This is an optimization exercise on Yosys and OpenROAD, whose aim is small area, not a production implementation. Only simulation tests tie the RTL to the original design; equivalence was not proved. Power and IR drop assume default switching activity.

==> flow/design.v <==
package pool_pkg;
    typedef enum logic [0:0] {
        POOL_MAX = 1'b0,
        POOL_AVG = 1'b1
    } pool_mode_t;
endpackage
import pool_pkg::*;
module pool_lane_a
#(
    parameter int DATA_WIDTH = 8,
    parameter int WIN_H      = 3,
    parameter int WIN_W      = 3
) (
    input  logic                              mode,
    input  logic [WIN_H*WIN_W*DATA_WIDTH-1:0] win,
    output logic [11:0]                       word
);
    localparam int N = WIN_H * WIN_W;
    logic [7:0] u [N];
    for (genvar gi = 0; gi < N; gi++) begin : g_u
        assign u[gi] = win[gi*DATA_WIDTH +: DATA_WIDTH] ^ 8'h80;
    end
    logic [7:0] mx;
    always_comb begin
        logic [N-1:0] alive;
        alive = '1;
        for (int b = 7; b >= 0; b--) begin
            mx[b] = 1'b0;
            for (int i = 0; i < N; i++) mx[b] = mx[b] | (alive[i] & u[i][b]);
            for (int i = 0; i < N; i++) alive[i] = alive[i] & (u[i][b] | ~mx[b]);
        end
    end
    logic [11:0] usum;
    logic s1;
    logic s2;
    logic s3;
    logic s4;
    logic s5;
    logic s6;
    logic s7;
    logic s8;
    logic s9;
    logic s10;
    logic s11;
    logic s12;
    logic s13;
    logic s14;
    logic s15;
    logic s16;
    logic s17;
    logic s18;
    logic s19;
    logic s20;
    logic s21;
    logic s22;
    logic s23;
    logic s24;
    logic s25;
    logic s26;
    logic s27;
    logic s28;
    logic s29;
    logic s30;
    logic s31;
    logic s32;
    logic s33;
    logic s34;
    logic s35;
    logic s36;
    logic s37;
    logic s38;
    logic s39;
    logic s40;
    logic s41;
    logic s42;
    logic s43;
    logic s44;
    logic s45;
    logic s46;
    logic s47;
    logic s48;
    logic s49;
    logic s50;
    logic s51;
    logic s52;
    logic s53;
    logic s54;
    logic s55;
    logic s56;
    logic s57;
    logic s58;
    logic s59;
    logic s60;
    logic s61;
    logic s62;
    logic s63;
    logic s64;
    logic s65;
    logic s66;
    logic s67;
    logic s68;
    logic s69;
    logic s70;
    logic s71;
    logic s72;
    logic s73;
    logic s74;
    logic s75;
    logic s76;
    logic s77;
    logic s78;
    logic s79;
    logic s80;
    logic s81;
    logic s82;
    logic s83;
    logic s84;
    logic s85;
    logic s86;
    logic s87;
    logic s88;
    logic s89;
    logic s90;
    logic s91;
    logic s92;
    logic s93;
    logic s94;
    logic s95;
    logic s96;
    logic s97;
    logic s98;
    logic s99;
    logic s100;
    logic s101;
    logic s102;
    logic s103;
    logic s104;
    logic s105;
    logic s106;
    logic s107;
    logic s108;
    logic s109;
    logic s110;
    logic s111;
    logic s112;
    logic s113;
    logic s114;
    logic s115;
    logic s116;
    logic s117;
    logic s118;
    logic s119;
    logic s120;
    logic s121;
    logic s122;
    logic s123;
    logic s124;
    logic s125;
    logic s126;
    logic s127;
    logic s128;
    assign s1 = u[0][0] ^ u[1][0] ^ u[2][0];
    assign s2 = (u[0][0] & u[1][0]) | (u[0][0] & u[2][0]) | (u[1][0] & u[2][0]);
    assign s3 = u[3][0] ^ u[4][0] ^ u[5][0];
    assign s4 = (u[3][0] & u[4][0]) | (u[3][0] & u[5][0]) | (u[4][0] & u[5][0]);
    assign s5 = u[6][0] ^ u[7][0] ^ u[8][0];
    assign s6 = (u[6][0] & u[7][0]) | (u[6][0] & u[8][0]) | (u[7][0] & u[8][0]);
    assign s7 = s1 ^ s3 ^ s5;
    assign s8 = (s1 & s3) | (s1 & s5) | (s3 & s5);
    assign s9 = u[0][1] ^ u[1][1] ^ u[2][1];
    assign s10 = (u[0][1] & u[1][1]) | (u[0][1] & u[2][1]) | (u[1][1] & u[2][1]);
    assign s11 = u[3][1] ^ u[4][1] ^ u[5][1];
    assign s12 = (u[3][1] & u[4][1]) | (u[3][1] & u[5][1]) | (u[4][1] & u[5][1]);
    assign s13 = u[6][1] ^ u[7][1] ^ u[8][1];
    assign s14 = (u[6][1] & u[7][1]) | (u[6][1] & u[8][1]) | (u[7][1] & u[8][1]);
    assign s15 = s2 ^ s4 ^ s6;
    assign s16 = (s2 & s4) | (s2 & s6) | (s4 & s6);
    assign s17 = s9 ^ s11 ^ s13;
    assign s18 = (s9 & s11) | (s9 & s13) | (s11 & s13);
    assign s19 = s8 ^ s15 ^ s17;
    assign s20 = (s8 & s15) | (s8 & s17) | (s15 & s17);
    assign s21 = u[0][2] ^ u[1][2] ^ u[2][2];
    assign s22 = (u[0][2] & u[1][2]) | (u[0][2] & u[2][2]) | (u[1][2] & u[2][2]);
    assign s23 = u[3][2] ^ u[4][2] ^ u[5][2];
    assign s24 = (u[3][2] & u[4][2]) | (u[3][2] & u[5][2]) | (u[4][2] & u[5][2]);
    assign s25 = u[6][2] ^ u[7][2] ^ u[8][2];
    assign s26 = (u[6][2] & u[7][2]) | (u[6][2] & u[8][2]) | (u[7][2] & u[8][2]);
    assign s27 = s10 ^ s12 ^ s14;
    assign s28 = (s10 & s12) | (s10 & s14) | (s12 & s14);
    assign s29 = s21 ^ s23 ^ s25;
    assign s30 = (s21 & s23) | (s21 & s25) | (s23 & s25);
    assign s31 = s16 ^ s18 ^ s27;
    assign s32 = (s16 & s18) | (s16 & s27) | (s18 & s27);
    assign s33 = s29 ^ s20 ^ s31;
    assign s34 = (s29 & s20) | (s29 & s31) | (s20 & s31);
    assign s35 = u[0][3] ^ u[1][3] ^ u[2][3];
    assign s36 = (u[0][3] & u[1][3]) | (u[0][3] & u[2][3]) | (u[1][3] & u[2][3]);
    assign s37 = u[3][3] ^ u[4][3] ^ u[5][3];
    assign s38 = (u[3][3] & u[4][3]) | (u[3][3] & u[5][3]) | (u[4][3] & u[5][3]);
    assign s39 = u[6][3] ^ u[7][3] ^ u[8][3];
    assign s40 = (u[6][3] & u[7][3]) | (u[6][3] & u[8][3]) | (u[7][3] & u[8][3]);
    assign s41 = s22 ^ s24 ^ s26;
    assign s42 = (s22 & s24) | (s22 & s26) | (s24 & s26);
    assign s43 = s35 ^ s37 ^ s39;
    assign s44 = (s35 & s37) | (s35 & s39) | (s37 & s39);
    assign s45 = s28 ^ s30 ^ s41;
    assign s46 = (s28 & s30) | (s28 & s41) | (s30 & s41);
    assign s47 = s43 ^ s32 ^ s45;
    assign s48 = (s43 & s32) | (s43 & s45) | (s32 & s45);
    assign s49 = s34 ^ s47;
    assign s50 = s34 & s47;
    assign s51 = u[0][4] ^ u[1][4] ^ u[2][4];
    assign s52 = (u[0][4] & u[1][4]) | (u[0][4] & u[2][4]) | (u[1][4] & u[2][4]);
    assign s53 = u[3][4] ^ u[4][4] ^ u[5][4];
    assign s54 = (u[3][4] & u[4][4]) | (u[3][4] & u[5][4]) | (u[4][4] & u[5][4]);
    assign s55 = u[6][4] ^ u[7][4] ^ u[8][4];
    assign s56 = (u[6][4] & u[7][4]) | (u[6][4] & u[8][4]) | (u[7][4] & u[8][4]);
    assign s57 = s36 ^ s38 ^ s40;
    assign s58 = (s36 & s38) | (s36 & s40) | (s38 & s40);
    assign s59 = s51 ^ s53 ^ s55;
    assign s60 = (s51 & s53) | (s51 & s55) | (s53 & s55);
    assign s61 = s42 ^ s44 ^ s57;
    assign s62 = (s42 & s44) | (s42 & s57) | (s44 & s57);
    assign s63 = s59 ^ s46 ^ s61;
    assign s64 = (s59 & s46) | (s59 & s61) | (s46 & s61);
    assign s65 = s48 ^ s63 ^ s50;
    assign s66 = (s48 & s63) | (s48 & s50) | (s63 & s50);
    assign s67 = u[0][5] ^ u[1][5] ^ u[2][5];
    assign s68 = (u[0][5] & u[1][5]) | (u[0][5] & u[2][5]) | (u[1][5] & u[2][5]);
    assign s69 = u[3][5] ^ u[4][5] ^ u[5][5];
    assign s70 = (u[3][5] & u[4][5]) | (u[3][5] & u[5][5]) | (u[4][5] & u[5][5]);
    assign s71 = u[6][5] ^ u[7][5] ^ u[8][5];
    assign s72 = (u[6][5] & u[7][5]) | (u[6][5] & u[8][5]) | (u[7][5] & u[8][5]);
    assign s73 = s52 ^ s54 ^ s56;
    assign s74 = (s52 & s54) | (s52 & s56) | (s54 & s56);
    assign s75 = s67 ^ s69 ^ s71;
    assign s76 = (s67 & s69) | (s67 & s71) | (s69 & s71);
    assign s77 = s58 ^ s60 ^ s73;
    assign s78 = (s58 & s60) | (s58 & s73) | (s60 & s73);
    assign s79 = s75 ^ s62 ^ s77;
    assign s80 = (s75 & s62) | (s75 & s77) | (s62 & s77);
    assign s81 = s64 ^ s79 ^ s66;
    assign s82 = (s64 & s79) | (s64 & s66) | (s79 & s66);
    assign s83 = u[0][6] ^ u[1][6] ^ u[2][6];
    assign s84 = (u[0][6] & u[1][6]) | (u[0][6] & u[2][6]) | (u[1][6] & u[2][6]);
    assign s85 = u[3][6] ^ u[4][6] ^ u[5][6];
    assign s86 = (u[3][6] & u[4][6]) | (u[3][6] & u[5][6]) | (u[4][6] & u[5][6]);
    assign s87 = u[6][6] ^ u[7][6] ^ u[8][6];
    assign s88 = (u[6][6] & u[7][6]) | (u[6][6] & u[8][6]) | (u[7][6] & u[8][6]);
    assign s89 = s68 ^ s70 ^ s72;
    assign s90 = (s68 & s70) | (s68 & s72) | (s70 & s72);
    assign s91 = s83 ^ s85 ^ s87;
    assign s92 = (s83 & s85) | (s83 & s87) | (s85 & s87);
    assign s93 = s74 ^ s76 ^ s89;
    assign s94 = (s74 & s76) | (s74 & s89) | (s76 & s89);
    assign s95 = s91 ^ s78 ^ s93;
    assign s96 = (s91 & s78) | (s91 & s93) | (s78 & s93);
    assign s97 = s80 ^ s95 ^ s82;
    assign s98 = (s80 & s95) | (s80 & s82) | (s95 & s82);
    assign s99 = u[0][7] ^ u[1][7] ^ u[2][7];
    assign s100 = (u[0][7] & u[1][7]) | (u[0][7] & u[2][7]) | (u[1][7] & u[2][7]);
    assign s101 = u[3][7] ^ u[4][7] ^ u[5][7];
    assign s102 = (u[3][7] & u[4][7]) | (u[3][7] & u[5][7]) | (u[4][7] & u[5][7]);
    assign s103 = u[6][7] ^ u[7][7] ^ u[8][7];
    assign s104 = (u[6][7] & u[7][7]) | (u[6][7] & u[8][7]) | (u[7][7] & u[8][7]);
    assign s105 = s84 ^ s86 ^ s88;
    assign s106 = (s84 & s86) | (s84 & s88) | (s86 & s88);
    assign s107 = s99 ^ s101 ^ s103;
    assign s108 = (s99 & s101) | (s99 & s103) | (s101 & s103);
    assign s109 = s90 ^ s92 ^ s105;
    assign s110 = (s90 & s92) | (s90 & s105) | (s92 & s105);
    assign s111 = s107 ^ s94 ^ s109;
    assign s112 = (s107 & s94) | (s107 & s109) | (s94 & s109);
    assign s113 = s96 ^ s111 ^ s98;
    assign s114 = (s96 & s111) | (s96 & s98) | (s111 & s98);
    assign s115 = s100 ^ s102 ^ s104;
    assign s116 = (s100 & s102) | (s100 & s104) | (s102 & s104);
    assign s117 = s106 ^ s108 ^ s115;
    assign s118 = (s106 & s108) | (s106 & s115) | (s108 & s115);
    assign s119 = s110 ^ s117 ^ s112;
    assign s120 = (s110 & s117) | (s110 & s112) | (s117 & s112);
    assign s121 = s119 ^ s114;
    assign s122 = s119 & s114;
    assign s123 = s116 ^ s118 ^ s120;
    assign s124 = (s116 & s118) | (s116 & s120) | (s118 & s120);
    assign s125 = s123 ^ s122;
    assign s126 = s123 & s122;
    assign s127 = s124 ^ s126;
    assign s128 = s124 & s126;
    assign usum[0] = s7;
    assign usum[1] = s19;
    assign usum[2] = s33;
    assign usum[3] = s49;
    assign usum[4] = s65;
    assign usum[5] = s81;
    assign usum[6] = s97;
    assign usum[7] = s113;
    assign usum[8] = s121;
    assign usum[9] = s125;
    assign usum[10] = s127;
    assign usum[11] = s128;
    assign word = {usum[11:8], (mode == POOL_AVG) ? usum[7:0] : mx};
endmodule
module pool_lane_b
(
    input  logic        mode,
    input  logic [11:0] word,
    output logic [7:0]  result
);
    logic [13:0] w7;
    logic [9:0]  ql;
    logic [7:0]  avg;
    assign w7  = {word, 3'b000} - 14'(word);
    assign ql  = 10'(w7[7:0]) + 10'(w7[13:6]) + 10'd34;
    assign avg = {w7[13:8] + 6'(ql[9:8]), ql[7:6]};
    assign result = (mode == POOL_AVG) ? {~avg[7], avg[6:0]} : {~word[7], word[6:0]};
endmodule
import pool_pkg::*;
module pool_core_mc
#(
    parameter int DATA_WIDTH  = 8,
    parameter int WIN_H       = 3,
    parameter int WIN_W       = 3,
    parameter int CH_NUM      = 4,
    parameter int RECIP_SHIFT = 16
) (
    input  logic                                     clk,
    input  logic                                     reset,
    input  logic                                     din_vld,
    output logic                                     din_rdy,
    input  logic                                     din_mode,
    input  logic [CH_NUM*WIN_H*WIN_W*DATA_WIDTH-1:0] din,
    output logic                                     dout_vld,
    input  logic                                     dout_rdy,
    output logic [CH_NUM*DATA_WIDTH-1:0]             dout
);
    localparam int N     = WIN_H * WIN_W;
    localparam int DEPTH = 5;
    localparam int OW    = CH_NUM * DATA_WIDTH;
    logic                    en;
    logic [DEPTH-1:0]        vld_reg;
    logic                    mode_reg;
    logic [CH_NUM*12-1:0]    word, word_reg;
    logic [OW-1:0]           res;
    logic [DEPTH-2:0][OW-1:0] data_reg;
    assign en       = !vld_reg[DEPTH-1] || dout_rdy;
    assign din_rdy  = en;
    assign dout_vld = vld_reg[DEPTH-1];
    always_ff @(posedge clk or posedge reset) begin
        if (reset) begin
            vld_reg <= '0;
        end else if (en) begin
            vld_reg <= {vld_reg[DEPTH-2:0], din_vld};
        end
    end
    genvar gi;
    for (gi = 0; gi < CH_NUM; gi++) begin : g_lane
        pool_lane_a #(
            .DATA_WIDTH (DATA_WIDTH),
            .WIN_H      (WIN_H),
            .WIN_W      (WIN_W)
        ) u_a (
            .mode (din_mode),
            .win  (din[gi*N*DATA_WIDTH +: N*DATA_WIDTH]),
            .word (word[gi*12 +: 12])
        );
        pool_lane_b u_b (
            .mode   (mode_reg),
            .word   (word_reg[gi*12 +: 12]),
            .result (res[gi*DATA_WIDTH +: DATA_WIDTH])
        );
    end
    always_ff @(posedge clk) begin
        if (en) begin
            mode_reg    <= din_mode;
            word_reg    <= word;
            data_reg[0] <= res;
            for (int i = 1; i < DEPTH-1; i++) begin
                data_reg[i] <= data_reg[i-1];
            end
        end
    end
    assign dout = data_reg[DEPTH-2];
endmodule
==> flow/flow/run.sh <==
#!/bin/bash
# The standard ORFS layout, with these changes to how it is built:
#  - synthesis is the standard synthesis script, except that ABC maps the
#    combinational logic with flow/abc_map.script (area-recovering mapping
#    under a delay target) instead of ORFS's own script; registers are
#    untouched;
#  - the port buffers that global placement inserts on every input and output
#    are the small sky130_fd_sc_hd__buf_1 instead of the tool's default pick;
set -euo pipefail
work=$PWD
sed 's#^source $::env(SCRIPTS_DIR)/synth_preamble.tcl#&\nset abc_args [lreplace $abc_args 1 1 '"$work"'/flow/abc_map.script]#' \
    "$FLOW_HOME/scripts/synth.tcl" > "$work/own_synth_orfs.tcl"
sed "s#source \$::env(SCRIPTS_DIR)/synth.tcl#source $work/own_synth_orfs.tcl#" \
    "$work/synth_recipe.tcl" > "$work/own_synth.tcl"
export BUFFER_PORTS_ARGS="-buffer_cell sky130_fd_sc_hd__buf_1"
export CTS_ARGS="-sink_clustering_enable -repair_clock_nets -dont_use_dummy_load -buf_list {sky130_fd_sc_hd__clkbuf_4 sky130_fd_sc_hd__clkbuf_8}"
bash standard.sh "SYNTH_SCRIPT=$work/own_synth.tcl" finish > standard_flow.log 2>&1
==> flow/flow/abc_map.script <==
strash
dch
map -D 4500
topo
stime -c
buffer -c
upsize -c
dnsize -c
==> flow/standard.sh <==
#!/bin/bash
# synth_recipe.tcl (not shown) runs the flow's synth.tcl, then flattens the netlist and writes it again
# the make line also repeats each setting of config.mk as NAME=value (left out here)
make -C /OpenROAD-flow-scripts/flow DESIGN_CONFIG=/design/flow/config.mk WORK_HOME=/design/flow/orfs CLKGATE_MAP_FILE= SYNTH_SCRIPT=/design/flow/synth_recipe.tcl "${@:-finish}"
==> flow/config.mk <==
export PLATFORM = sky130hd
export DESIGN_NAME = pool_core_mc
export DESIGN_NICKNAME = pool_core_mc
export VERILOG_FILES = /design/flow/design.v
export SDC_FILE = /design/flow/constraint.sdc
export NUM_CORES = 4
export LEC_CHECK = 0
export ABC_AREA = 1
export CAP_MARGIN = 20
export CORE_MARGIN = 2
export CORE_UTILIZATION = 40
export SLEW_MARGIN = 20
==> flow/constraint.sdc <==
create_clock -name core_clock -period 6.5 [get_ports {clk}]
set_input_delay 1.3000 -clock core_clock [delete_from_list [all_inputs] [get_ports {clk}]]
set_output_delay 1.3000 -clock core_clock [all_outputs]
set_load 0.01 [all_outputs]
==> results of run 1 <==
==> worst max-delay path by stage <==
stage,from,cells past startpoint,to
final,din[151],43,word_reg[24]
after global routing,din[151],43,word_reg[24]
after floorplan,dout_rdy,2,din_rdy
after global placement,din[151],40,word_reg[24]
after CTS,din[151],42,word_reg[24]
after detailed placement,din[7],35,word_reg[0]
==> critical path, delay by kind of cell <==
kind / cells / cell delay [ps]
AO/OA/AOI/OAI: 15 / 2300
buffers and inverters: 8 / 1030
adder cells (fa/ha/maj): 1 / 190
AND/OR/NAND/NOR: 19 / 1990
==> routing by layer <==
metal / GRT usage [%] / share of wire, % / vias up
met3: 2.72 / 3.3 / 80
met4: 4.83 / 2.1 / 0
met2: 35.4 / 51 / 330
met5: 0 / 0 / -
met1: 25.2 / 43 / 7979
li1: - / - / 8098
==> cell type report <==
type                            instances  area, sq um  share of cell area, %
Timing Repair Buffer                  686         4080                   15.8
Tap cell                              615          769                   2.99
Multi-Input combinational cell       1357        13200                   51.4
Clock buffer                           17          234                  0.908
Inverter                              524         1990                   7.73
Sequential cell                       182         5440                   21.1
==> synth_stat cells, drive strengths merged, types with 20 or more instances <==
| cell | number | area (sq um) |
|---|---|---|
| inv | 522 | 1960 |
| o21ai | 167 | 840 |
| xor2 | 56 | 490 |
| nor3 | 28 | 248 |
| nor2 | 139 | 532 |
| edfxtp | 177 | 5320 |
| buf | 35 | 253 |
| fa | 248 | 4960 |
| o22ai | 20 | 131 |
| nand2 | 245 | 955 |
| a21oi | 142 | 752 |
| ha | 96 | 1200 |
| o211ai | 26 | 210 |
| nand3 | 32 | 195 |
| a22oi | 21 | 168 |
==> kinds of logic after synthesis <==
kind of cell / count (synthesis)
flip-flops: 182
adder cells (fa/ha/maj): 344
AO/OA/AOI/OAI: 458
AND/OR/NAND/NOR: 474
buffers and inverters: 568
XOR/XNOR: 75
==> power by group through the flow <==
stage / Sequential, W / Combinational, W / Clock (W)
after floorplan: 0.00253 / 0.00814 / 0
after global placement: 0.00260 / 0.00994 / 0
after detailed placement: 0.00262 / 0.0103 / 0
after CTS: 0.00259 / 0.0105 / 0.000603
after global routing: 0.00266 / 0.0123 / 0.000650
final: 0.00258 / 0.0106 / 0.000570
==> through the flow <==
step                util, %  power [W]  hold slack [ps]
floorplan                 -     0.0107              400
CTS                    50.7     0.0137              417
finish                 53.7     0.0138              412
detailed placement     48.7     0.0129              405
global route           53.7     0.0156              417
global placement       48.7     0.0125              401
==> what timing repair did <==
action | 4_1_cts | 5_1_grt
resized for setup | 102 | 284
endpoints found under the setup margin | 7 | 8
hold endpoints to repair | 0 | 0
cloned | 4 | 2
pin swaps | 60 | 120
setup buffers | 45 | 33
==> impl_table.tex, run 1 <==
\begin{tabular}{lr}
\hline
Metric & Value \\
\hline
\multicolumn{2}{l}{\textbf{Placement}} \\
\quad Routability congestion estimate from global placement & 0.920 \\
\quad Number of buffers inserted by port buffering & 326 \\
\quad Estimated wirelength of the detail-placed design & 41.5 mm \\
\quad Instance area at placement & 23300 sq um \\
\quad Worst slack at placement & -801 ps \\
\quad Placed Instances & 3282 \\
\multicolumn{2}{l}{\textbf{Yosys}} \\
\quad Simple logic cell fraction of the synthesized area & 10.9\% \\
\quad Yosys warnings & 3 \\
\quad Syn Nets & 2738 \\
\quad Post-synth top flop & sky130\_fd\_sc\_hd\_\_edfxtp\_1 \\
\quad Cell variety after synth & 70 \\
\quad Netlist area before placement & 19500 sq um \\
\quad Compound-gate portion of the synthesized area & 14.6\% \\
\quad Xor-xnor portion of the synthesized cell area & 3.37\% \\
\quad Mux share of post-synthesis cell area & 0\% \\
\quad EDFF count, synth & 177 \\
\quad Post-Syn Area per Cell & 9.29 sq um \\
\quad Largest family of logic cells by synthesized area & adder cells \\
\quad Synth async-reset ratio & 2.75\% \\
\quad Count of state elements after synthesis & 182 \\
\quad Adder-Cell Fraction of Synth Area & 31.6\% \\
\quad Number of standard cells after synthesis & 2101 \\
\quad Sequential area share after synthesis & 27.9\% \\
\multicolumn{2}{l}{\textbf{Floorplan}} \\
\quad IO Pins & 327 \\
\quad Die Ht & 225 um \\
\quad Die Width & 225 um \\
\quad Core area & 47900 sq um \\
\quad FP Rows & 80 \\
\quad Die footprint & 50600 sq um \\
\quad Effective utilization at floorplan & 40.7\% \\
\multicolumn{2}{l}{\textbf{STA}} \\
\quad Slew Limit Headroom & 36.7\% \\
\quad RSZ-0062 raised after global routing & true \\
\quad Timing-limited maximum frequency & 150 MHz \\
\quad Sum of negative setup slack & -322 ps \\
\quad Final hold violation count & 0 \\
\quad Clk\_skew & 29.0 ps \\
\quad Final setup violation count & 3 \\
\quad Crit share post-route & 103\% \\
\quad Slew Viols, Final & 0 \\
\quad Post-layout minimum cycle time & 6670 ps \\
\quad Smallest setup slack after layout & -169 ps \\
\quad Worst slew pin tran & 950 ps \\
\multicolumn{2}{l}{\textbf{Run status}} \\
\quad List of failed layout checks & negative setup slack \\
\quad Status & finished with violations \\
\multicolumn{2}{l}{\textbf{Finish}} \\
\quad Post-layout instance count excluding filler cells & 3381 \\
\quad Max FFs per register & 128 \\
\quad Most frequent cells in the layout & sky130\_fd\_sc\_hd\_\_inv\_1, sky130\_fd\_sc\_hd\_\_buf\_4, sky130\_fd\_sc\_hd\_\_buf\_1, sky130\_fd\_sc\_hd\_\_fa\_1, sky130\_fd\_sc\_hd\_\_nand2\_1 \\
\quad Post-route standard cell area excluding fillers & 25800 sq um \\
\quad Fraction of final layout cells with drive strength greater than 1 & 25.6\% \\
\quad Synth-to-Final Area Change & 32.0\% \\
\quad Antenna fix cells & 0 \\
\quad Most common cell after layout, fill and taps aside & sky130\_fd\_sc\_hd\_\_inv\_1 \\
\quad Number of nets in the final layout & 3405 \\
\quad Filler cell count & 4316 \\
\multicolumn{2}{l}{\textbf{Critical path}} \\
\quad Number of cells on the worst reg-to-reg path & 23 \\
\quad Library cell appearing most often on the critical path & sky130\_fd\_sc\_hd\_\_nand2\_1 \\
\quad Max incr delay on CP & 350 ps \\
\quad Launch point of the worst reg-to-reg path & word\_reg[24] \\
\quad Reg2reg setup slack & 1030 ps \\
\quad Required time of the worst setup path & 6670 ps \\
\quad Worst Path Arrival & 6830 ps \\
\quad CP max FO & 7 \\
\quad Critical Path Start Type & primary input \\
\quad Reg2Reg Capture Point & data\_reg[22] \\
\quad Critical setup path kind & in2reg \\
\quad Kind of capture point of the worst setup path & flop \\
\quad Slowest cell on the critical path & sky130\_fd\_sc\_hd\_\_a2111oi\_4 \\
\multicolumn{2}{l}{\textbf{Drt}} \\
\quad Vias & 16.5k \\
\quad Post-detailed-route via-to-cell ratio & 4.88 \\
\quad Iteration-0 DRC count of the detailed router & 719 \\
\quad Post-route antenna net violation count & 0 \\
\quad Routed len/inst & 14.9 um \\
\quad Pre-Repair DR Iteration Count & 5 \\
\quad Post-detailed-routing wire length & 50.4 mm \\
\quad DRC & 0 \\
\multicolumn{2}{l}{\textbf{Global routing}} \\
\quad All-Layer GR Usage & 19.8\% \\
\quad GRT Residual Overflow & 0 \\
\quad Maximum number of pins on one net before global-route repair & 105 \\
\quad Global-route wire length before repair & 81.2 mm \\
\quad Initial antenna violation count & 0 \\
\quad Number of global-route vias before repair & 17.3k \\
\multicolumn{2}{l}{\textbf{Power}} \\
\quad Fraction of power consumed by sequential logic & 18.8\% \\
\quad Leakage component of the power & 11.8 nW \\
\quad Share of total power in combinational logic & 77.1\% \\
\quad Maximum VDD drop & 0.469 mV \\
\quad Switching Power & 0.00680 W \\
\quad Total power divided by cell area & 534 nW/um\^{}2 \\
\quad Switching share of total power & 49.4\% \\
\quad Clk pwr share & 4.1\% \\
\quad Internal Power & 0.00695 W \\
\multicolumn{2}{l}{\textbf{CTS}} \\
\quad Clk pin slew, worst setup/hold paths & 90 ps \\
\quad CTS sink count & 182 \\
\quad Hold-fix buffer count after cts & 0 \\
\quad CTS buffer count & 17 \\
\quad Clock tree root driver cell & sky130\_fd\_sc\_hd\_\_clkbuf\_8 \\
\quad Max Buffers Root-to-Sink & 2 \\
\quad CTS tree & done \\
\quad Worst skew pair latency & 450 ps \\
\quad H-tree depth & 4 \\
\multicolumn{2}{l}{\textbf{Min path}} \\
\quad Startpoint of the tightest hold check path & data\_reg[50] \\
\quad Worst hold endpoint & data\_reg[82] \\
\quad Number of cells on the worst hold path & 0 \\
\quad Type of the most critical hold path & reg2reg \\
\multicolumn{2}{l}{\textbf{Flow run}} \\
\quad Max cap viols & 0 \\
\hline
\end{tabular}
==> run 2, diff against run 1 <==
==> flow/flow/run.sh (replaced) <==
#!/bin/bash
set -euo pipefail
export BUFFER_PORTS_ARGS="-buffer_cell sky130_fd_sc_hd__buf_1"
export CTS_ARGS="-sink_clustering_enable -repair_clock_nets -dont_use_dummy_load -buf_list {sky130_fd_sc_hd__clkbuf_4 sky130_fd_sc_hd__clkbuf_8}"
bash standard.sh finish > standard_flow.log 2>&1
removed: flow/flow/abc_map.script
==> impl_table.tex, run 2 <==
\begin{tabular}{lr}
\hline
Metric & Value \\
\hline
\multicolumn{2}{l}{\textbf{STA}} \\
\quad Sum of negative setup slack & 0 ps (+322 ps) \\
\quad Slew Limit Headroom & 31.6\% (-5.1 points) \\
\quad Worst slew pin tran & 1030 ps (+76.3 ps) \\
\quad Crit share post-route & 89.2\% (-13 points) \\
\quad Timing-limited maximum frequency & 172 MHz (+15\%) \\
\quad Final setup violation count & 0 (-3) \\
\quad Final hold violation count & 0 (unchanged) \\
\quad Clk\_skew & 28.1 ps (-0.909 ps) \\
\quad Slew Viols, Final & 0 (unchanged) \\
\quad RSZ-0062 raised after global routing & false \\
\quad Post-layout minimum cycle time & 5800 ps (-871 ps) \\
\multicolumn{2}{l}{\textbf{Global routing}} \\
\quad Initial antenna violation count & 0 (unchanged) \\
\quad Global-route wire length before repair & 86.4 mm (+6.4\%) \\
\quad Number of global-route vias before repair & 17.1k (-1.2\%) \\
\quad Maximum number of pins on one net before global-route repair & 104 (-0.95\%) \\
\quad GRT Residual Overflow & 0 (unchanged) \\
\quad All-Layer GR Usage & 19.9\% (+0.10 points) \\
\multicolumn{2}{l}{\textbf{Drt}} \\
\quad Pre-Repair DR Iteration Count & 6 (+1) \\
\quad Vias & 16.8k (+2.0\%) \\
\quad Routed len/inst & 14.9 um (-0.26\%) \\
\quad DRC & 0 (unchanged) \\
\quad Post-detailed-route via-to-cell ratio & 4.68 (-4.1\%) \\
\quad Met1 Routed Length & 25.6 mm (+18\%) \\
\quad Wire length on met2 & 25.6 mm (-1.2\%) \\
\quad Post-detailed-routing wire length & 53.4 mm (+6.1\%) \\
\quad Iteration-0 DRC count of the detailed router & 858 (+19\%) \\
\quad Top layer in use & met4 \\
\quad Met3 routed WL & 1.61 mm (-4.3\%) \\
\quad Post-route antenna net violation count & 0 (unchanged) \\
\multicolumn{2}{l}{\textbf{Critical path}} \\
\quad Required time of the worst setup path & 6720 ps (+50 ps) \\
\quad Critical Path Start Type & primary input \\
\quad Worst Path Arrival & 6020 ps (-810 ps) \\
\quad Critical setup path kind & in2reg \\
\quad Kind of capture point of the worst setup path & flop \\
\quad Reg2reg setup slack & 1110 ps (+80 ps) \\
\quad Number of cells on the worst reg-to-reg path & 29 (+26\%) \\
\quad Reg2Reg Capture Point & data\_reg[14] \\
\quad CP max FO & 3 (-4) \\
\quad Launch point of the worst reg-to-reg path & word\_reg[12] \\
\multicolumn{2}{l}{\textbf{Finish}} \\
\quad Most frequent cells in the layout & sky130\_fd\_sc\_hd\_\_nand2\_1, sky130\_fd\_sc\_hd\_\_inv\_1, sky130\_fd\_sc\_hd\_\_buf\_1, sky130\_fd\_sc\_hd\_\_fa\_1 \\
\quad Max FFs per register & 128 (unchanged) \\
\quad Synth-to-Final Area Change & 9.63\% \\
\quad Fraction of final layout cells with drive strength greater than 1 & 4.95\% (-21 points) \\
\quad Antenna fix cells & 0 (unchanged) \\
\quad Sequential cell area & 5440 sq um (unchanged) \\
\quad Most common cell after layout, fill and taps aside & sky130\_fd\_sc\_hd\_\_nand2\_1 \\
\quad Filler cell count & 5389 (+25\%) \\
\quad Area of the multi-input gates & 13000 sq um (-1.6\%) \\
\quad Post-layout instance count excluding filler cells & 3596 (+6.4\%) \\
\quad Number of nets in the final layout & 3547 (+4.2\%) \\
\multicolumn{2}{l}{\textbf{Placement}} \\
\quad Estimated wirelength of the detail-placed design & 46.6 mm (+12\%) \\
\quad Number of buffers inserted by port buffering & 326 (unchanged) \\
\quad Routability congestion estimate from global placement & 0.946 (+2.8\%) \\
\quad Placed Instances & 3579 (+9.0\%) \\
\multicolumn{2}{l}{\textbf{CTS}} \\
\quad Max Buffers Root-to-Sink & 2 (unchanged) \\
\quad CTS buffer count & 17 (unchanged) \\
\quad Worst skew pair latency & 460 ps (about the same) \\
\quad Clock tree root driver cell & sky130\_fd\_sc\_hd\_\_clkbuf\_8 \\
\quad Clk pin slew, worst setup/hold paths & 100 ps (about the same) \\
\quad Hold-fix buffer count after cts & 0 (unchanged) \\
\quad H-tree depth & 4 (unchanged) \\
\quad Count of instances resized after the clock tree is built & 0 (-100\%) \\
\quad CTS tree & done \\
\quad Total setup buffers inserted after CTS & 0 (-100\%) \\
\quad CTS sink count & 182 (unchanged) \\
\multicolumn{2}{l}{\textbf{Yosys}} \\
\quad Count leader, synth & sky130\_fd\_sc\_hd\_\_nand2\_1 \\
\quad Sequential area share after synthesis & 25.6\% (-2.3 points) \\
\quad Top cell type's share of synthesized area & 25.0\% (-2.2 points) \\
\quad Count of state elements after synthesis & 182 (unchanged) \\
\quad Cell types with the highest counts after synthesis & sky130\_fd\_sc\_hd\_\_nand2\_1, sky130\_fd\_sc\_hd\_\_inv\_1, sky130\_fd\_sc\_hd\_\_fa\_1 \\
\quad Synth async-reset ratio & 2.75\% (unchanged) \\
\quad Syn Nets & 3245 (+19\%) \\
\quad Post-Syn Area per Cell & 8.14 sq um (-12\%) \\
\quad EDFF count, synth & 177 (unchanged) \\
\quad Number of standard cells after synthesis & 2608 (+24\%) \\
\quad Main area contributors after synthesis & sky130\_fd\_sc\_hd\_\_edfxtp\_1, sky130\_fd\_sc\_hd\_\_fa\_1, sky130\_fd\_sc\_hd\_\_nand2\_1 \\
\quad Netlist area before placement & 21200 sq um (+8.8\%) \\
\quad Leading area contributor after synthesis & sky130\_fd\_sc\_hd\_\_edfxtp\_1 \\
\quad Post-synth top flop & sky130\_fd\_sc\_hd\_\_edfxtp\_1 \\
\quad Cell variety after synth & 43 (-39\%) \\
\quad Yosys warnings & 3 (unchanged) \\
\multicolumn{2}{l}{\textbf{Power}} \\
\quad Maximum VDD drop & 0.457 mV (-2.5\%) \\
\quad Leakage component of the power & 11.9 nW (+0.83\%) \\
\quad Total power divided by cell area & 586 nW/um\^{}2 (+9.8\%) \\
\quad Total power consumption of the routed design & 0.0137 W (-0.75\%) \\
\multicolumn{2}{l}{\textbf{Floorplan}} \\
\quad Effective utilization at floorplan & 40.4\% (-0.28 points) \\
\quad Core area & 52600 sq um (+9.6\%) \\
\quad Die Width & 234 um (+4.2\%) \\
\quad Die Ht & 234 um (+4.2\%) \\
\quad IO Pins & 327 (unchanged) \\
\quad Die footprint & 54900 sq um (+8.7\%) \\
\quad FP Rows & 84 (+5.0\%) \\
\multicolumn{2}{l}{\textbf{Flow run}} \\
\quad Max cap viols & 0 (unchanged) \\
\multicolumn{2}{l}{\textbf{Min path}} \\
\quad Number of cells on the worst hold path & 0 (unchanged) \\
\quad Worst hold endpoint & data\_reg[97] \\
\quad Type of the most critical hold path & reg2reg \\
\quad Startpoint of the tightest hold check path & data\_reg[65] \\
\multicolumn{2}{l}{\textbf{Run status}} \\
\quad Status & complete, no violations \\
\hline
\end{tabular}
==> run 2: cell types whose count changed in the layout (fill, tap and decap cells not counted), moves of 18 or more <==
cell / delta
sky130_fd_sc_hd__o21ai_1: -21
sky130_fd_sc_hd__nand2_1: +477
sky130_fd_sc_hd__nand2_2: -28
sky130_fd_sc_hd__buf_6: -23
sky130_fd_sc_hd__inv_1: +148
sky130_fd_sc_hd__o211ai_1: -22
sky130_fd_sc_hd__nor2_1: -28
sky130_fd_sc_hd__buf_4: -331
sky130_fd_sc_hd__nand3_1: +161
sky130_fd_sc_hd__a21oi_2: -47
sky130_fd_sc_hd__a21oi_4: -22
sky130_fd_sc_hd__a21boi_0: +18
==> run 2: area by class of cell <==
class	count	area share [%]
flip-flops and latches	182	23.4
well taps	688	3.70
inverters	652	10.5
clock buffers	17	1.01
multi-input cells	1725	56.0
repair buffers	332	5.45
==> run 2: where the power goes <==
part | switching, W | internal [W]
clock network | 0.000348 | 0.000232
logic | 0.00618 | 0.00426
registers | 0.000266 | 0.00237
==> run 2: per-stage QoR <==
step                      setup WS [ps]  instance area (sq um)  hold WS [ps]  util [%]
final                               702                  23300           394      44.3
after global routing                223                  23300           417      44.3
after CTS                           713                  23300           393      44.3
after detailed placement            171                  23000           405      43.9
after global placement              195                  23000           401      43.9
after floorplan                     604                  21200           400         -
==> run 2: cells by family after synthesis <==
kind of cell               synth area share, %
DFF                                       25.6
adders and majority gates                 29.0
AOI/OAI and AO/OA                         6.68
buffers and inverters                     13.1
and+or+nand+nor                           22.7
xor gates and xnor gates                  2.85
muxes                                   0.0530
==> run 2: per-layer routing <==
metal	GRT usage (%)	up-vias
li1	-	8550
met1	28.2	7916
met2	33.7	312
met3	1.87	38
met4	2.95	0
met5	0	-
==> run 2: worst max path at each step <==
| stage | endpoint | slack (ps) | from |
|---|---|---|---|
| floorplan | word_reg[22] | 600 | din[74] |
| global placement | word_reg[46] | 190 | din[217] |
| detailed placement | word_reg[46] | 170 | din[217] |
| CTS | word_reg[46] | 710 | din[217] |
| global route | word_reg[24] | 220 | din[159] |
| finish | word_reg[46] | 700 | din[265] |
==> run 2: critical path: stages <==
cell and delay (ps):
sky130_fd_sc_hd__buf_1 140, sky130_fd_sc_hd__fa_1 550, sky130_fd_sc_hd__inv_1 60, sky130_fd_sc_hd__fa_1 450, sky130_fd_sc_hd__inv_1 100, sky130_fd_sc_hd__fa_1 470, sky130_fd_sc_hd__fa_1 480, sky130_fd_sc_hd__ha_1 220
sky130_fd_sc_hd__fa_1 460, sky130_fd_sc_hd__fa_1 470, sky130_fd_sc_hd__fa_1 430, sky130_fd_sc_hd__inv_1 80, sky130_fd_sc_hd__fa_1 160, sky130_fd_sc_hd__inv_1 40, sky130_fd_sc_hd__ha_1 170, sky130_fd_sc_hd__ha_1 170
sky130_fd_sc_hd__ha_1 260
==> run 3, diff against run 2 <==
--- a/flow/design.v
+++ b/flow/design.v
@@ -5,32 +5,15 @@
     } pool_mode_t;
 endpackage
 import pool_pkg::*;
-module pool_lane_a
-#(
-    parameter int DATA_WIDTH = 8,
-    parameter int WIN_H      = 3,
-    parameter int WIN_W      = 3
-) (
-    input  logic                              mode,
-    input  logic [WIN_H*WIN_W*DATA_WIDTH-1:0] win,
-    output logic [11:0]                       word
+module pool_sum9
+(
+    input  logic [71:0] win,
+    output logic [11:0] usum
 );
-    localparam int N = WIN_H * WIN_W;
-    logic [7:0] u [N];
-    for (genvar gi = 0; gi < N; gi++) begin : g_u
-        assign u[gi] = win[gi*DATA_WIDTH +: DATA_WIDTH] ^ 8'h80;
+    logic [7:0] u [9];
+    for (genvar gi = 0; gi < 9; gi++) begin : g_u
+        assign u[gi] = win[gi*8 +: 8] ^ 8'h80;
     end
-    logic [7:0] mx;
-    always_comb begin
-        logic [N-1:0] alive;
-        alive = '1;
-        for (int b = 7; b >= 0; b--) begin
-            mx[b] = 1'b0;
-            for (int i = 0; i < N; i++) mx[b] = mx[b] | (alive[i] & u[i][b]);
-            for (int i = 0; i < N; i++) alive[i] = alive[i] & (u[i][b] | ~mx[b]);
-        end
-    end
-    logic [11:0] usum;
     logic s1;
     logic s2;
     logic s3;
@@ -299,6 +282,47 @@
     assign usum[9] = s125;
     assign usum[10] = s127;
     assign usum[11] = s128;
+endmodule
+module pool_lane_a
+#(
+    parameter int DATA_WIDTH = 8,
+    parameter int WIN_H      = 3,
+    parameter int WIN_W      = 3
+) (
+    input  logic                              mode,
+    input  logic [WIN_H*WIN_W*DATA_WIDTH-1:0] win,
+    output logic [11:0]                       word
+);
+    localparam int N = WIN_H * WIN_W;
+    logic [7:0] u [N];
+    for (genvar gi = 0; gi < N; gi++) begin : g_u
+        assign u[gi] = win[gi*DATA_WIDTH +: DATA_WIDTH] ^ 8'h80;
+    end
+    logic [7:0] mx;
+    always_comb begin
+        logic [N-1:0] alive;
+        logic         or_hi, or_lo;
+        alive = '1;
+        for (int b = 7; b >= 1; b -= 2) begin
+            mx[b] = 1'b0;
+            or_hi = 1'b0;
+            or_lo = 1'b0;
+            for (int i = 0; i < N; i++) begin
+                mx[b] = mx[b] | (alive[i] & u[i][b]);
+                or_hi = or_hi | (alive[i] & u[i][b] & u[i][b-1]);
+                or_lo = or_lo | (alive[i] & u[i][b-1]);
+            end
+            mx[b-1] = mx[b] ? or_hi : or_lo;
+            for (int i = 0; i < N; i++) begin
+                alive[i] = alive[i] & (u[i][b] | ~mx[b]) & (u[i][b-1] | ~mx[b-1]);
+            end
+        end
+    end
+    logic [11:0] usum;
+    pool_sum9 u_sum (
+        .win  (win),
+        .usum (usum)
+    );
     assign word = {usum[11:8], (mode == POOL_AVG) ? usum[7:0] : mx};
 endmodule
 module pool_lane_b
==> flow/flow/run.sh (replaced) <==
#!/bin/bash
# The standard ORFS layout, with these changes to how it is built:
#  - synthesis is the standard synthesis script (synth_recipe.tcl and the
#    ORFS synth.tcl it sources), run hierarchically, with three changes made
#    to a copy of ORFS's synth.tcl: ABC maps the combinational logic with
#    flow/abc_map.script (area-recovering mapping under a delay target);
#    full/half adders are extracted only in the adder network module
#    pool_sum9; and yosys's synth skips its early "abc -fast" (SYNTH_ARGS
#    -noabc) so that extraction sees the adder network as written. Registers
#    are untouched; the design is flattened and renamed as synth_recipe.tcl does;
#  - the port buffers that global placement inserts on every input and output
#    are the small sky130_fd_sc_hd__buf_1 instead of the tool's default pick;
set -euo pipefail
work=$PWD
sed -e 's#^source $::env(SCRIPTS_DIR)/synth_preamble.tcl#&\nset abc_args [lreplace $abc_args 1 1 '"$work"'/flow/abc_map.script]#' \
    -e 's#^  extract_fa {\*}\[dont_use_extract_fa_args\]#& pool_sum9#' \
    "$FLOW_HOME/scripts/synth.tcl" > "$work/own_synth_orfs.tcl"
grep -q 'extract_fa {\*}\[dont_use_extract_fa_args\] pool_sum9' "$work/own_synth_orfs.tcl"
grep -q 'abc_map.script' "$work/own_synth_orfs.tcl"
sed "s#source \$::env(SCRIPTS_DIR)/synth.tcl#source $work/own_synth_orfs.tcl#" \
    "$work/synth_recipe.tcl" > "$work/own_synth.tcl"
grep -q own_synth_orfs.tcl "$work/own_synth.tcl"
export BUFFER_PORTS_ARGS="-buffer_cell sky130_fd_sc_hd__buf_1"
export CTS_ARGS="-sink_clustering_enable -repair_clock_nets -dont_use_dummy_load -buf_list {sky130_fd_sc_hd__clkbuf_4 sky130_fd_sc_hd__clkbuf_8}"
bash standard.sh "SYNTH_SCRIPT=$work/own_synth.tcl" SYNTH_HIERARCHICAL=1 SYNTH_ARGS=-noabc finish > standard_flow.log 2>&1
==> flow/flow/abc_map.script (new file) <==
strash
dch
map -D 3000
topo
stime -c
buffer -c
upsize -c
dnsize -c
==> impl_table.tex, run 3 <==
\begin{tabular}{lr}
\hline
Metric & Value \\
\hline
\multicolumn{2}{l}{\textbf{Finish}} \\
\quad Most common cell after layout, fill and taps aside & sky130\_fd\_sc\_hd\_\_buf\_1 \\
\quad Fraction of final layout cells with drive strength greater than 1 & 12.4\% (+7.5 points) \\
\quad Antenna fix cells & 0 (unchanged) \\
\quad Most frequent cells in the layout & sky130\_fd\_sc\_hd\_\_buf\_1, sky130\_fd\_sc\_hd\_\_inv\_1, sky130\_fd\_sc\_hd\_\_nand2\_1, sky130\_fd\_sc\_hd\_\_nor2\_1, sky130\_fd\_sc\_hd\_\_fa\_1 \\
\quad Synth-to-Final Area Change & 11.0\% \\
\quad Number of nets in the final layout & 3050 (-14\%) \\
\quad Max FFs per register & 128 (unchanged) \\
\multicolumn{2}{l}{\textbf{Critical path}} \\
\quad Required time of the worst setup path & 6700 ps (-20 ps) \\
\quad Kind of capture point of the worst setup path & flop \\
\quad Slowest cell on the critical path & sky130\_fd\_sc\_hd\_\_fa\_1 \\
\quad CP Cell Sequence & buf\_1 -> fa\_1 -> fa\_1 -> fa\_1 -> fa\_1 -> ha\_1 -> fa\_1 -> fa\_1 -> fa\_1 -> fa\_1 -> ha\_1 -> ha\_1 -> ha\_1 \\
\quad CP max FO & 6 (+3) \\
\quad Cell class contributing the biggest share of worst-path delay & adder cells \\
\quad Worst Path Arrival & 6050 ps (+30 ps) \\
\quad Critical Path Start Type & primary input \\
\quad Critical setup path kind & in2reg \\
\quad Library cell appearing most often on the critical path & sky130\_fd\_sc\_hd\_\_fa\_1 \\
\quad Count of buffer and inverter cells on the critical path & 1 (-4) \\
\quad Max incr delay on CP & 530 ps (-20 ps) \\
\multicolumn{2}{l}{\textbf{Yosys}} \\
\quad EDFF count, synth & 177 (unchanged) \\
\quad Synth async-reset ratio & 2.75\% (unchanged) \\
\quad Post-Syn Area per Cell & 9.22 sq um (+13\%) \\
\quad Count leader, synth & sky130\_fd\_sc\_hd\_\_inv\_1 \\
\quad Number of standard cells after synthesis & 2174 (-17\%) \\
\quad Cell variety after synth & 56 (+30\%) \\
\quad Cell types with the highest counts after synthesis & sky130\_fd\_sc\_hd\_\_inv\_1, sky130\_fd\_sc\_hd\_\_nand2\_1, sky130\_fd\_sc\_hd\_\_nor2\_1 \\
\quad Syn Nets & 2723 (-16\%) \\
\quad Post-synth top flop & sky130\_fd\_sc\_hd\_\_edfxtp\_1 \\
\quad Sequential area share after synthesis & 27.1\% (+1.5 points) \\
\quad Yosys warnings & 11 (+8) \\
\quad Count of state elements after synthesis & 182 (unchanged) \\
\quad Top cell type's share of synthesized area & 26.5\% (+1.5 points) \\
\quad Main area contributors after synthesis & sky130\_fd\_sc\_hd\_\_edfxtp\_1, sky130\_fd\_sc\_hd\_\_fa\_1, sky130\_fd\_sc\_hd\_\_inv\_1 \\
\quad Leading area contributor after synthesis & sky130\_fd\_sc\_hd\_\_edfxtp\_1 \\
\quad Netlist area before placement & 20000 sq um (-5.6\%) \\
\multicolumn{2}{l}{\textbf{Placement}} \\
\quad Estimated wirelength of the detail-placed design & 43.6 mm (-6.3\%) \\
\quad Routability congestion estimate from global placement & 0.955 (+1.0\%) \\
\quad Number of buffers inserted by port buffering & 326 (unchanged) \\
\multicolumn{2}{l}{\textbf{CTS}} \\
\quad Clk pin slew, worst setup/hold paths & 100 ps (about the same) \\
\quad CTS tree & done \\
\quad Total setup buffers inserted after CTS & 0 (unchanged) \\
\quad CTS sink count & 182 (unchanged) \\
\quad Worst skew pair latency & 450 ps (about the same) \\
\quad Max Buffers Root-to-Sink & 2 (unchanged) \\
\quad Count of instances resized after the clock tree is built & 0 (unchanged) \\
\quad H-tree depth & 4 (unchanged) \\
\quad Clock tree root driver cell & sky130\_fd\_sc\_hd\_\_clkbuf\_8 \\
\quad Hold-fix buffer count after cts & 0 (unchanged) \\
\quad CTS buffer count & 17 (unchanged) \\
\multicolumn{2}{l}{\textbf{Power}} \\
\quad Switching share of total power & 49.8\% (+0.084 points) \\
\quad Total power consumption of the routed design & 0.0118 W (-14\%) \\
\quad Switching Power & 0.00587 W (-14\%) \\
\quad Total power divided by cell area & 529 nW/um\^{}2 (-9.8\%) \\
\quad Share of total power in combinational logic & 73.5\% (-2.9 points) \\
\quad Leakage component of the power & 9.20 nW (-23\%) \\
\quad Maximum VDD drop & 0.281 mV (-38\%) \\
\quad Fraction of power consumed by sequential logic & 21.6\% (+2.3 points) \\
\quad Clk pwr share & 4.9\% (+0.7 points) \\
\quad Internal Power & 0.00591 W (-14\%) \\
\multicolumn{2}{l}{\textbf{STA}} \\
\quad Clk\_skew & 33.1 ps (+4.95 ps) \\
\quad RSZ-0062 raised after global routing & false \\
\quad Sum of negative setup slack & 0 ps (unchanged) \\
\quad Crit share post-route & 89.9\% (+0.73 points) \\
\quad Slew Limit Headroom & 45.7\% (+14 points) \\
\quad Post-layout minimum cycle time & 5850 ps (+47.6 ps) \\
\quad Slew Viols, Final & 0 (unchanged) \\
\quad Timing-limited maximum frequency & 171 MHz (-0.81\%) \\
\quad Final hold violation count & 0 (unchanged) \\
\quad Final setup violation count & 0 (unchanged) \\
\quad Worst slew pin tran & 815 ps (-211 ps) \\
\multicolumn{2}{l}{\textbf{Drt}} \\
\quad DRC & 0 (unchanged) \\
\quad Post-detailed-routing wire length & 51.2 mm (-4.2\%) \\
\quad Post-detailed-route via-to-cell ratio & 5.16 (+10\%) \\
\quad Routed len/inst & 16.1 um (+8.7\%) \\
\quad Vias & 16.4k (-2.7\%) \\
\quad Iteration-0 DRC count of the detailed router & 778 (-9.3\%) \\
\quad Post-route antenna net violation count & 0 (unchanged) \\
\quad Pre-Repair DR Iteration Count & 5 (-1) \\
\multicolumn{2}{l}{\textbf{Global routing}} \\
\quad GRT Residual Overflow & 0 (unchanged) \\
\quad Most used routing layer in global routing & met2 \\
\quad All-Layer GR Usage & 20.0\% (+0.12 points) \\
\quad Met3 GRT Util & 1.98\% (+0.10 points) \\
\quad Global-route wire length before repair & 85.1 mm (-1.5\%) \\
\quad Number of global-route vias before repair & 16.8k (-1.4\%) \\
\quad Initial antenna violation count & 0 (unchanged) \\
\quad Met1 track utilization from global routing & 27.7\% (-0.47 points) \\
\quad Routing usage on met2 & 33.7\% (about the same) \\
\quad Maximum number of pins on one net before global-route repair & 121 (+16\%) \\
\multicolumn{2}{l}{\textbf{Floorplan}} \\
\quad FP Rows & 82 (-2.4\%) \\
\quad Die footprint & 51900 sq um (-5.5\%) \\
\quad Die Width & 228 um (-2.8\%) \\
\quad Core area & 49900 sq um (-5.1\%) \\
\quad Die Ht & 228 um (-2.8\%) \\
\quad IO Pins & 327 (unchanged) \\
\quad Effective utilization at floorplan & 40.2\% (-0.20 points) \\
\multicolumn{2}{l}{\textbf{Run status}} \\
\quad Status & complete, no violations \\
\multicolumn{2}{l}{\textbf{Min path}} \\
\quad Type of the most critical hold path & reg2reg \\
\multicolumn{2}{l}{\textbf{Flow run}} \\
\quad Max cap viols & 0 (unchanged) \\
\hline
\end{tabular}
run 3: stage by stage:
| step | hold slack, ps | cell area [sq um] | util (%) | instances | worst slack [ps] |
|---|---|---|---|---|---|
| 3_5_place_dp | 405 | 22000 | 44.2 | 3154 | 150 |
| 2_1_floorplan | 400 | 20000 | - | 2174 | 464 |
| 6_report | 398 | 22300 | 44.6 | 3171 | 654 |
| 3_3_place_gp | 402 | 22000 | 44.2 | 3154 | 184 |
| 5_1_grt | 395 | 22300 | 44.6 | 3171 | 271 |
| 4_1_cts | 396 | 22300 | 44.6 | 3171 | 663 |
run 3: final cells by class:
class	instances	area [sq um]
fillers	4907	27600
flip-flops and latches	182	5440
clock buffers	17	234
inverters	357	1350
well taps	672	841
multi-input cells	1539	12600
repair buffers	404	1840
run 3: final timing paths:
check | to | from | cells past startpoint | slack, ps
worst max-delay path | word_reg[22] | din[114] | 13 | 650
worst min-delay path | data_reg[87] | data_reg[55] | 0 | 400
worst max register to register | data_reg[23] | word_reg[25] | 22 | 2640
worst min register to register | data_reg[87] | data_reg[55] | 0 | 400
max in group asynchronous | vld_reg[4] | reset | 2 | 5610
min in group asynchronous | vld_reg[1] | reset | 2 | 710
run 3: per-layer routing:
metal / share of wire (%) / up-vias
met4: 2.0 / 0
met2: 48 / 420
met1: 46 / 7880
met3: 3.6 / 68
li1: - / 7998
met5: 0 / -
run 3: kinds of logic after synthesis:
logic type / synth area share (%)
simple gates: 17.4
fa+ha+maj: 25.0
compound gates: 17.2
flops: 27.1
xor+xnor: 3.10
buf+inv: 10.2
run 3: Yosys stat by module, one instance, submodules excluded, a selection:
module        cells  area [sq um]
pool_core_mc    230          5750
pool_lane_b     183           940
pool_sum9        82          1360
run 3: power by group through the flow:
stage	Combinational, W	Clock, W	Sequential [W]
after floorplan	0.00796	0	0.00248
after global placement	0.00850	0	0.00256
after detailed placement	0.00869	0	0.00258
after CTS	0.00874	0.000615	0.00255
after global routing	0.00997	0.000663	0.00261
final	0.00865	0.000579	0.00254
==> run 4, diff against run 3 <==
--- a/flow/flow/run.sh
+++ b/flow/flow/run.sh
@@ -3,7 +3,10 @@
 #  - synthesis is the standard synthesis script (synth_recipe.tcl and the
 #    ORFS synth.tcl it sources), run hierarchically, with three changes made
 #    to a copy of ORFS's synth.tcl: ABC maps the combinational logic with
-#    flow/abc_map.script (area-recovering mapping under a delay target);
+#    flow/abc_map.script (area-recovering mapping under a delay target),
+#    except in module pool_lane_b (the second pipeline stage's arithmetic,
+#    which has a whole clock cycle) where it uses flow/abc_map_b.script
+#    (area mapping);
 #    full/half adders are extracted only in the adder network module
 #    pool_sum9; and yosys's synth skips its early "abc -fast" (SYNTH_ARGS
 #    -noabc) so that extraction sees the adder network as written. Registers
@@ -14,9 +17,11 @@
 work=$PWD
 sed -e 's#^source $::env(SCRIPTS_DIR)/synth_preamble.tcl#&\nset abc_args [lreplace $abc_args 1 1 '"$work"'/flow/abc_map.script]#' \
     -e 's#^  extract_fa {\*}\[dont_use_extract_fa_args\]#& pool_sum9#' \
+    -e 's#^  log_cmd abc {\*}$abc_args$#  log_cmd abc {*}[lreplace $abc_args 1 1 '"$work"'/flow/abc_map_b.script] pool_lane_b\n&#' \
     "$FLOW_HOME/scripts/synth.tcl" > "$work/own_synth_orfs.tcl"
 grep -q 'extract_fa {\*}\[dont_use_extract_fa_args\] pool_sum9' "$work/own_synth_orfs.tcl"
 grep -q 'abc_map.script' "$work/own_synth_orfs.tcl"
+grep -q 'abc_map_b.script\] pool_lane_b' "$work/own_synth_orfs.tcl"
 sed "s#source \$::env(SCRIPTS_DIR)/synth.tcl#source $work/own_synth_orfs.tcl#" \
     "$work/synth_recipe.tcl" > "$work/own_synth.tcl"
 grep -q own_synth_orfs.tcl "$work/own_synth.tcl"
==> flow/flow/abc_map_b.script (new file) <==
strash
dch
amap
topo
stime -c
==> impl_table.tex, run 4 <==
\begin{tabular}{lr}
\hline
Metric & Value \\
\hline
\multicolumn{2}{l}{\textbf{Yosys}} \\
\quad Syn Nets & 2575 (-5.4\%) \\
\quad Cell types with the highest counts after synthesis & sky130\_fd\_sc\_hd\_\_fa\_1, sky130\_fd\_sc\_hd\_\_nor2\_1, sky130\_fd\_sc\_hd\_\_nand2\_1 \\
\quad Post-synth top flop & sky130\_fd\_sc\_hd\_\_edfxtp\_1 \\
\quad Number of standard cells after synthesis & 2026 (-6.8\%) \\
\quad Sequential area share after synthesis & 28.4\% (+1.3 points) \\
\quad Count of state elements after synthesis & 182 (unchanged) \\
\quad Count leader, synth & sky130\_fd\_sc\_hd\_\_fa\_1 \\
\quad EDFF count, synth & 177 (unchanged) \\
\quad Synth async-reset ratio & 2.75\% (unchanged) \\
\quad Leading area contributor after synthesis & sky130\_fd\_sc\_hd\_\_edfxtp\_1 \\
\quad Yosys warnings & 11 (unchanged) \\
\quad Top cell type's share of synthesized area & 27.7\% (+1.2 points) \\
\quad Netlist area before placement & 19200 sq um (-4.4\%) \\
\quad Main area contributors after synthesis & sky130\_fd\_sc\_hd\_\_edfxtp\_1, sky130\_fd\_sc\_hd\_\_fa\_1, sky130\_fd\_sc\_hd\_\_nor2\_1 \\
\quad Cell variety after synth & 57 (+1.8\%) \\
\quad Post-Syn Area per Cell & 9.45 sq um (+2.5\%) \\
\multicolumn{2}{l}{\textbf{CTS}} \\
\quad Clock tree root driver cell & sky130\_fd\_sc\_hd\_\_clkbuf\_8 \\
\quad Clk pin slew, worst setup/hold paths & 100 ps (about the same) \\
\quad H-tree depth & 4 (unchanged) \\
\quad Count of instances resized after the clock tree is built & 0 (unchanged) \\
\quad Hold-fix buffer count after cts & 0 (unchanged) \\
\quad Total setup buffers inserted after CTS & 0 (unchanged) \\
\quad CTS buffer count & 17 (unchanged) \\
\quad Worst skew pair latency & 450 ps (about the same) \\
\quad CTS tree & done \\
\quad Max Buffers Root-to-Sink & 2 (unchanged) \\
\quad CTS sink count & 182 (unchanged) \\
\multicolumn{2}{l}{\textbf{Drt}} \\
\quad DRC & 0 (unchanged) \\
\quad Routed len/inst & 16.8 um (+4.1\%) \\
\quad Post-detailed-route via-to-cell ratio & 5.40 (+4.6\%) \\
\quad Vias & 16.2k (-1.3\%) \\
\quad Pre-Repair DR Iteration Count & 5 (unchanged) \\
\quad Post-detailed-routing wire length & 50.3 mm (-1.8\%) \\
\quad Post-route antenna net violation count & 0 (unchanged) \\
\quad Iteration-0 DRC count of the detailed router & 922 (+19\%) \\
\multicolumn{2}{l}{\textbf{Power}} \\
\quad Maximum VDD drop & 0.234 mV (-17\%) \\
\quad Total power divided by cell area & 450 nW/um\^{}2 (-15\%) \\
\quad Leakage component of the power & 8.24 nW (-10\%) \\
\quad Total power consumption of the routed design & 0.00967 W (-18\%) \\
\multicolumn{2}{l}{\textbf{Critical path}} \\
\quad CP max FO & 20 (+14) \\
\quad Critical setup path kind & in2reg \\
\quad Critical Path Start Type & primary input \\
\quad Required time of the worst setup path & 6720 ps (+20 ps) \\
\quad Kind of capture point of the worst setup path & flop \\
\quad Worst Path Arrival & 6080 ps (+30 ps) \\
\multicolumn{2}{l}{\textbf{Finish}} \\
\quad Post-layout instance count excluding filler cells & 2993 (-5.6\%) \\
\quad Number of nets in the final layout & 2929 (-4.0\%) \\
\quad Antenna fix cells & 0 (unchanged) \\
\quad Most frequent cells in the layout & sky130\_fd\_sc\_hd\_\_buf\_1, sky130\_fd\_sc\_hd\_\_fa\_1, sky130\_fd\_sc\_hd\_\_nor2\_1, sky130\_fd\_sc\_hd\_\_nand2\_1, sky130\_fd\_sc\_hd\_\_inv\_1 \\
\quad Filler cell count & 4564 (-7.0\%) \\
\quad Final Util & 45.2\% (+0.55 points) \\
\quad Max FFs per register & 128 (unchanged) \\
\quad Most common cell after layout, fill and taps aside & sky130\_fd\_sc\_hd\_\_buf\_1 \\
\quad Post-route standard cell area excluding fillers & 21500 sq um (-3.5\%) \\
\quad Synth-to-Final Area Change & 12.1\% \\
\quad Fraction of final layout cells with drive strength greater than 1 & 8.79\% (-3.6 points) \\
\multicolumn{2}{l}{\textbf{Placement}} \\
\quad Estimated wirelength of the detail-placed design & 43.1 mm (-1.2\%) \\
\quad Instance area at placement & 21200 sq um (-3.5\%) \\
\quad Routability congestion estimate from global placement & 0.959 (+0.35\%) \\
\quad Number of buffers inserted by port buffering & 326 (unchanged) \\
\quad Placed Instances & 2976 (-5.6\%) \\
\multicolumn{2}{l}{\textbf{STA}} \\
\quad Worst slew pin tran & 736 ps (-79.5 ps) \\
\quad Slew Limit Headroom & 51.0\% (+5.3 points) \\
\quad Crit share post-route & 90.2\% (+0.24 points) \\
\quad Clk\_skew & 32.3 ps (-0.779 ps) \\
\quad Final hold violation count & 0 (unchanged) \\
\quad Timing-limited maximum frequency & 171 MHz (-0.26\%) \\
\quad Final setup violation count & 0 (unchanged) \\
\quad Sum of negative setup slack & 0 ps (unchanged) \\
\quad RSZ-0062 raised after global routing & false \\
\quad Slew Viols, Final & 0 (unchanged) \\
\quad Post-layout minimum cycle time & 5860 ps (+15.3 ps) \\
\multicolumn{2}{l}{\textbf{Flow run}} \\
\quad Max cap viols & 0 (unchanged) \\
\multicolumn{2}{l}{\textbf{Floorplan}} \\
\quad Die Ht & 223 um (-2.2\%) \\
\quad Die footprint & 49700 sq um (-4.4\%) \\
\quad Core area & 47500 sq um (-4.6\%) \\
\quad FP Rows & 80 (-2.4\%) \\
\quad IO Pins & 327 (unchanged) \\
\quad Die Width & 223 um (-2.2\%) \\
\quad Effective utilization at floorplan & 40.3\% (+0.086 points) \\
\multicolumn{2}{l}{\textbf{Global routing}} \\
\quad Met3 GRT Util & 2.21\% (+0.23 points) \\
\quad GRT Residual Overflow & 0 (unchanged) \\
\quad Met1 track utilization from global routing & 29.3\% (+1.7 points) \\
\quad All-Layer GR Usage & 20.4\% (+0.39 points) \\
\quad Maximum number of pins on one net before global-route repair & 64 (-47\%) \\
\quad Routing usage on met2 & 33.8\% (about the same) \\
\quad Initial antenna violation count & 0 (unchanged) \\
\quad Most used routing layer in global routing & met2 \\
\quad Number of global-route vias before repair & 16.1k (-4.6\%) \\
\quad Global-route wire length before repair & 81.9 mm (-3.7\%) \\
\multicolumn{2}{l}{\textbf{Run status}} \\
\quad Status & complete, no violations \\
\multicolumn{2}{l}{\textbf{Min path}} \\
\quad Type of the most critical hold path & reg2reg \\
\hline
\end{tabular}
-- run 4: power breakdown --
part / internal (W) / switching (W)
logic: 0.00251 / 0.00408
clock network: 0.000232 / 0.000346
registers: 0.00222 / 0.000279
-- run 4: worst paths after layout --
path	slack, ps	to	cells after the start	from
setup / recovery	640	word_reg[0]	26	din[39]
hold / removal	400	data_reg[83]	0	data_reg[51]
setup reg to reg	850	data_reg[7]	25	word_reg[5]
hold reg to reg	400	data_reg[83]	0	data_reg[51]
max in group asynchronous	5600	vld_reg[4]	2	reset
min in group asynchronous	730	vld_reg[0]	2	reset
-- run 4: area by class of cell --
type                            instances  area, sq um  share of cell area (%)
Timing Repair Buffer                  431         2030                    9.43
Tap cell                              615          769                    3.58
Clock buffer                           17          234                    1.09
Inverter                              313         1180                    5.49
Sequential cell                       182         5440                    25.3
Multi-Input combinational cell       1435        11800                    55.1
-- run 4: stage by stage --
stage / hold WS (ps) / worst slack (ps)
6_report: 402 / 639
5_1_grt: 407 / 28.6
4_1_cts: 400 / 652
3_5_place_dp: 405 / 142
3_3_place_gp: 400 / 200
2_1_floorplan: 400 / 464
-- run 4: routing by layer --
| metal | routed length, um | vias up |
|---|---|---|
| met5 | 0 | - |
| met2 | 24000 | 484 |
| met3 | 2310 | 48 |
| li1 | - | 7888 |
| met1 | 23500 | 7731 |
| met4 | 544 | 0 |
-- run 4: kinds of logic (layout without fill, tap and decap cells) --
logic type,after synthesis,after routing,share of synthesized area (%)
buffers and inverters,409,761,9.84
and+or+nand+nor,576,576,13.8
adders and majority gates,256,256,26.1
DFF,182,182,28.4
AOI/OAI and AO/OA,603,603,21.9
-- run 4: Yosys stat by module, one instance, submodules excluded, excerpt --
| module | area (sq um) | flip-flops and latches |
|---|---|---|
| pool_core_mc | 5750 | 182 |
| pool_lane_b | 717 | 0 |
| pool_sum9 | 1360 | 0 |
-- run 4: worst max-delay path: stages --
cell,delay (ps)
sky130_fd_sc_hd__buf_1,210
sky130_fd_sc_hd__nand4_1,180
sky130_fd_sc_hd__nor3_4,320
sky130_fd_sc_hd__inv_2,80
sky130_fd_sc_hd__nand2_2,90
sky130_fd_sc_hd__nand2_4,110
sky130_fd_sc_hd__o21ai_2,190
sky130_fd_sc_hd__nor2_1,80
sky130_fd_sc_hd__nor2_1,110
sky130_fd_sc_hd__nand2_1,50
sky130_fd_sc_hd__or4_1,640
sky130_fd_sc_hd__o41ai_4,590
sky130_fd_sc_hd__nor2_1,80
sky130_fd_sc_hd__a211oi_1,290
sky130_fd_sc_hd__buf_4,190
sky130_fd_sc_hd__nand2_1,60
sky130_fd_sc_hd__o211ai_1,180
sky130_fd_sc_hd__a211oi_1,80
sky130_fd_sc_hd__nand4_2,120
sky130_fd_sc_hd__nand2_2,230
sky130_fd_sc_hd__o211ai_2,280
sky130_fd_sc_hd__nand4_1,180
sky130_fd_sc_hd__nor2_1,170
sky130_fd_sc_hd__nand4_1,100
sky130_fd_sc_hd__nand3_1,90
sky130_fd_sc_hd__nand2_1,50

## port drivers added, routing unchanged
Ports are ideal in the flow. The routed layouts listed here were re-timed in OpenROAD.
Step 1 (the two cells are an assumption about what drives the block):
set clk [get_ports {clk}]
set_driving_cell -lib_cell sky130_fd_sc_hd__clkbuf_16 $clk
set_driving_cell -lib_cell sky130_fd_sc_hd__buf_2 [delete_from_list [all_inputs] $clk]
Step 2 also shifts input and output timing later by t, the mid clock arrival at the registers, as if the neighbouring blocks saw the same clock.
Slacks: ideal / step 1 / step 2; pairs: ideal / step 1.
| run | t, ns | setup slack, ns | worst setup path after step 2 | clock arrival spread, ns |
|---|---|---|---|---|
| run 1 | 0.479 | -0.169 / -0.148 / -0.626 | input to register | 0.029 / 0.029 |
| run 2 | 0.484 | 0.702 / 0.721 / 0.237 | input to register | 0.040 / 0.040 |
| run 3 | 0.479 | 0.654 / 0.670 / 0.191 | input to register | 0.036 / 0.036 |
| run 4 | 0.473 | 0.639 / 0.656 / 0.184 | input to register | 0.037 / 0.037 |
For run 2, which loses most, drivers alone change the setup slack by +0.019 ns; drivers and shift together by -0.465 ns.
